This design comes from an exercise in tuning for small area, a short achievable clock period and few clock cycles per item on the open sky130 flow, not from production work. Function was checked by simulation only, so behaviour that the tests miss may differ from the original.

## xenon
==> flow/design.v (excerpt) <==
module keyExpansionTop (
	input logic clock,
	input logic reset,
	input logic start,
	input aesKeyPkg::aesKey128 cipherKey,
	output aesKeyPkg::expandedKey keyExp,
	output logic keyExpDone
);
	logic [13:0][31:0] words;  
	aesKeyPkg::word32 subOdd, subEven;
	aesKeyPkg::word32 prevOdd, prevEven;
	aesKeyPkg::word32 nextOdd, nextEven;
	aesKeyPkg::rconByte rconOdd, rconEven;
	logic [2:0] step;
	logic shift;
	roundKeyGenerator control (
		.clock(clock),
		.reset(reset),
		.start(start),
		.shift(shift),
		.step(step),
		.rconOdd(rconOdd),
		.rconEven(rconEven),
		.done(keyExpDone)
	);
	keyLoader tap (
		.words(words[3:0]),
		.step(step),
		.rconOdd(rconOdd),
		.rconEven(rconEven),
		.prevOdd(prevOdd),
		.prevEven(prevEven)
	);
	sboxLookup sboxOdd (
		.inWord({words[0][23:0], words[0][31:24]}),
		.outWord(subOdd)
	);
	assign nextOdd = prevOdd ^ subOdd;
	sboxLookup sboxEven (
		.inWord({nextOdd[23:0], nextOdd[31:24]}),
		.outWord(subEven)
	);
	assign nextEven = prevEven ^ subEven;
	keyScheduleStore store (
		.clock(clock),
		.start(start),
		.shift(shift),
		.loadWords(cipherKey),  
		.nextOdd(nextOdd),
		.nextEven(nextEven),
		.words(words)
	);
	aesKeyPkg::word32 a [0:10];
	aesKeyPkg::word32 b [0:10];
	aesKeyPkg::word32 c [0:10];
	aesKeyPkg::word32 d [0:10];
	assign d[0] = words[10];
	assign c[0] = words[11];
	assign b[0] = words[12];
	assign a[0] = words[13];
	assign d[1] = words[9];
	assign c[1] = d[1] ^ d[0];
	assign b[1] = c[1] ^ c[0];
	assign a[1] = c[1] ^ (b[0] ^ c[0]);
	for (genvar r = 2; r <= 10; r++)
	begin : g_round
		assign d[r] = words[10 - r];
		assign c[r] = d[r] ^ d[r - 1];
		assign b[r] = d[r] ^ d[r - 2];
		assign a[r] = c[r] ^ c[r - 2];
	end
	for (genvar r = 0; r <= 10; r++)
	begin : g_out
		assign keyExp[1407 - 128 * r -: 128] = {a[r], b[r], c[r], d[r]};
	end
endmodule
For scale: roughly 7300 cells after synthesis, ~450 flip-flops, roughly 1500 I/O pins, ~50000 um^2 of cells after synthesis.
==> flow/config.mk <==
export PLATFORM = sky130hd
export DESIGN_NAME = keyExpansionTop
export DESIGN_NICKNAME = keyExpansionTop
export VERILOG_FILES = /design/flow/design.v
export SDC_FILE = /design/flow/constraint.sdc
export NUM_CORES = 4
export LEC_CHECK = 0
export ABC_AREA = 1
export CAP_MARGIN = 20
export CORE_AREA = 2 2 458 458
export DIE_AREA = 0 0 460 460
export SLEW_MARGIN = 20
==> flow/constraint.sdc <==
create_clock -name core_clock -period 10.0 [get_ports {clock}]
set_input_delay 2.0000 -clock core_clock [delete_from_list [all_inputs] [get_ports {clock}]]
set_output_delay 2.0000 -clock core_clock [all_outputs]
set_load 0.01 [all_outputs]
standard.sh (not shown) runs the stock make flow with config.mk's settings and CLKGATE_MAP_FILE= SYNTH_SCRIPT=/design/flow/synth_recipe.tcl, a recipe that flattens the netlist after the stock synthesis.
==> flow/flow/run.sh <==
#!/bin/bash
# The standard layout, with the smallest buffer on every input and output
# port instead of the one buffer_ports picks by default, and gate sizing
# free to change a cell's footprint.
set -euo pipefail
bash standard.sh "BUFFER_PORTS_ARGS=-buffer_cell sky130_fd_sc_hd__buf_1" MATCH_CELL_FOOTPRINT=0 SETUP_SLACK_MARGIN=5.0 "IO_CONSTRAINTS=$(pwd)/flow/pins.tcl" "PLACE_PINS_ARGS=-min_distance 1 -min_distance_in_tracks" finish > standard_flow.log 2>&1
Other scripts of this flow, unchanged in this note and not shown: flow/flow/pins.tcl
Every stage of the flow completed for xenon, and the final layout passed the timing, design-rule and antenna checks.
Testbench counts of xenon, summed over its fixed seeds: cycles 4,800, keys 800.
diff inputs: xenon => tundra
- putting PLACE_DENSITY at 0.75 where nothing was set
==> flow/flow/run.sh <==
#!/bin/bash
# The standard layout, with the smallest buffer on every input and output
# port instead of the one buffer_ports picks by default, and gate sizing
# free to change a cell's footprint.
set -euo pipefail
bash standard.sh "BUFFER_PORTS_ARGS=-buffer_cell sky130_fd_sc_hd__buf_1" MATCH_CELL_FOOTPRINT=0 SETUP_SLACK_MARGIN=5.4 "IO_CONSTRAINTS=$(pwd)/flow/pins.tcl" "PLACE_PINS_ARGS=-min_distance 1 -min_distance_in_tracks" finish > standard_flow.log 2>&1
Findings:
Changes observed in tundra relative to xenon: number of cells on the critical path lost 23; post-synthesis cell count neither gained nor lost much; initial antenna violation count lost 7.
Comparing non-clock buffer count for tundra and xenon, the smaller number came from xenon.
tundra: met3 capacity usage during global routing 0.98 points below xenon
Lower final cycle utilization of the critical path goes to tundra over xenon.
Going from xenon to tundra, fraction of area in clock buffers and inverters stayed essentially flat, pin count of the biggest net entering global routing shrank by 3, final worst setup slack has increased.
Setup changes, tundra to cedar
- PLACE_DENSITY: 0.75 -> unset
==> flow/flow/run.sh <==
#!/bin/bash
# The standard layout, with the smallest buffer on every input and output
# port instead of the one buffer_ports picks by default, and gate sizing
# free to change a cell's footprint.
set -euo pipefail
bash standard.sh "BUFFER_PORTS_ARGS=-buffer_cell sky130_fd_sc_hd__buf_1" MATCH_CELL_FOOTPRINT=0 SETUP_SLACK_MARGIN=4.6 "IO_CONSTRAINTS=$(pwd)/flow/pins.tcl" "PLACE_PINS_ARGS=-min_distance 1 -min_distance_in_tracks" finish > standard_flow.log 2>&1
==> run notes <==
Of the two values seen for classification of the worst setup path, flop to output port was produced by tundra and flop to flop by cedar.
Changes observed in cedar relative to tundra: clock transition at the register clock pins on the worst setup and hold paths after CTS level, area growth from synthesis to layout now sits lower, total met3 wirelength after detailed routing +1.3%.
The run showing the smaller number of DRC markers in iteration 0 is tundra.
cedar against tundra: count of fill cells added during filler insertion grew by 243, via count of the first global-routing pass shrank by 1.2%.
cedar: count of clock-buffer cells in the layout 4 below tundra
[inputs] onyx vs cedar
==> flow/flow/run.sh <==
#!/bin/bash
# The standard layout, with the smallest buffer on every input and output
# port instead of the one buffer_ports picks by default, and gate sizing
# free to change a cell's footprint.
set -euo pipefail
bash standard.sh "BUFFER_PORTS_ARGS=-buffer_cell sky130_fd_sc_hd__buf_1" MATCH_CELL_FOOTPRINT=0 SETUP_SLACK_MARGIN=5.4 "IO_CONSTRAINTS=$(pwd)/flow/pins.tcl" "PLACE_PINS_ARGS=-min_distance 1 -min_distance_in_tracks" finish > standard_flow.log 2>&1
--- outcome ---
Summary of onyx over cedar: area growth from synthesis to final layout moved up; global-route usage moved down; finished layout cell area moved up. Looking at first-pass GRT wire length, onyx sits about 0.8% below cedar.
Edits applied to the flow inputs when going from onyx to harbor:
==> flow/flow/run.sh <==
#!/bin/bash
# The standard layout, with the smallest buffer on every input and output
# port instead of the one buffer_ports picks by default, and gate sizing
# free to change a cell's footprint.
set -euo pipefail
bash standard.sh "BUFFER_PORTS_ARGS=-buffer_cell sky130_fd_sc_hd__buf_1" MATCH_CELL_FOOTPRINT=0 SETUP_SLACK_MARGIN=5.8 "IO_CONSTRAINTS=$(pwd)/flow/pins.tcl" "PLACE_PINS_ARGS=-min_distance 1 -min_distance_in_tracks" finish > standard_flow.log 2>&1
## What came out
- Status: total placed instance area parity (onyx, harbor)
- | met1 global-route usage | lower: onyx |
- Compared with onyx, harbor shows a lower sequential share of layout area.
- The vias after detailed routing in harbor sits 2133 above the value recorded for onyx.
- Comparing harbor and onyx, the higher layout-stage area growth over the synthesis result is on harbor.
- The run with more setup slack is harbor; onyx has less.
- [compare] base=onyx new=harbor: end-of-flow core utilization increased by 3.0 points relative to the old numbers.
- Arrival time reported for the critical path endpoint for harbor: 340 ps down relative to onyx
- After detailed routing, onyx needs less wire than harbor.

static timing again, ports no longer ideal:
The results above use ideal ports. As a check the final layouts listed here were re-extracted and re-timed, cells and wires unchanged. Step 1 (the two cells are an assumption about what drives the block):
set clk [get_ports {clock}]
set_driving_cell -lib_cell sky130_fd_sc_hd__clkbuf_16 $clk
set_driving_cell -lib_cell sky130_fd_sc_hd__buf_2 [delete_from_list [all_inputs] $clk]
Step 2 also shifts input and output timing later by t, the mid clock arrival at the registers, as if the neighbouring blocks saw the same clock. Three values: no drivers, after step 1, after step 2; two values: the first two.
| run | shift t [ns] | setup WS [ns] | worst setup path after step 2 | cell pins on the clock port's net |
|---|---|---|---|---|
| xenon | 0.771 | 5.163 / 5.163 / 5.021 | input to register | 1 |
| tundra | 0.770 | 5.475 / 5.408 / 4.900 | input to register | 1 |
| cedar | 0.775 | 4.791 / 4.791 / 4.791 | register to register | 1 |
| onyx | 0.777 | 5.483 / 5.483 / 5.003 | input to register | 1 |
| harbor | 0.768 | 5.825 / 5.794 / 5.460 | input to register | 1 |
After both steps every run listed still meets setup and hold. For tundra, which loses most, drivers alone change the setup slack by -0.067 ns; drivers and shift together by -0.575 ns.
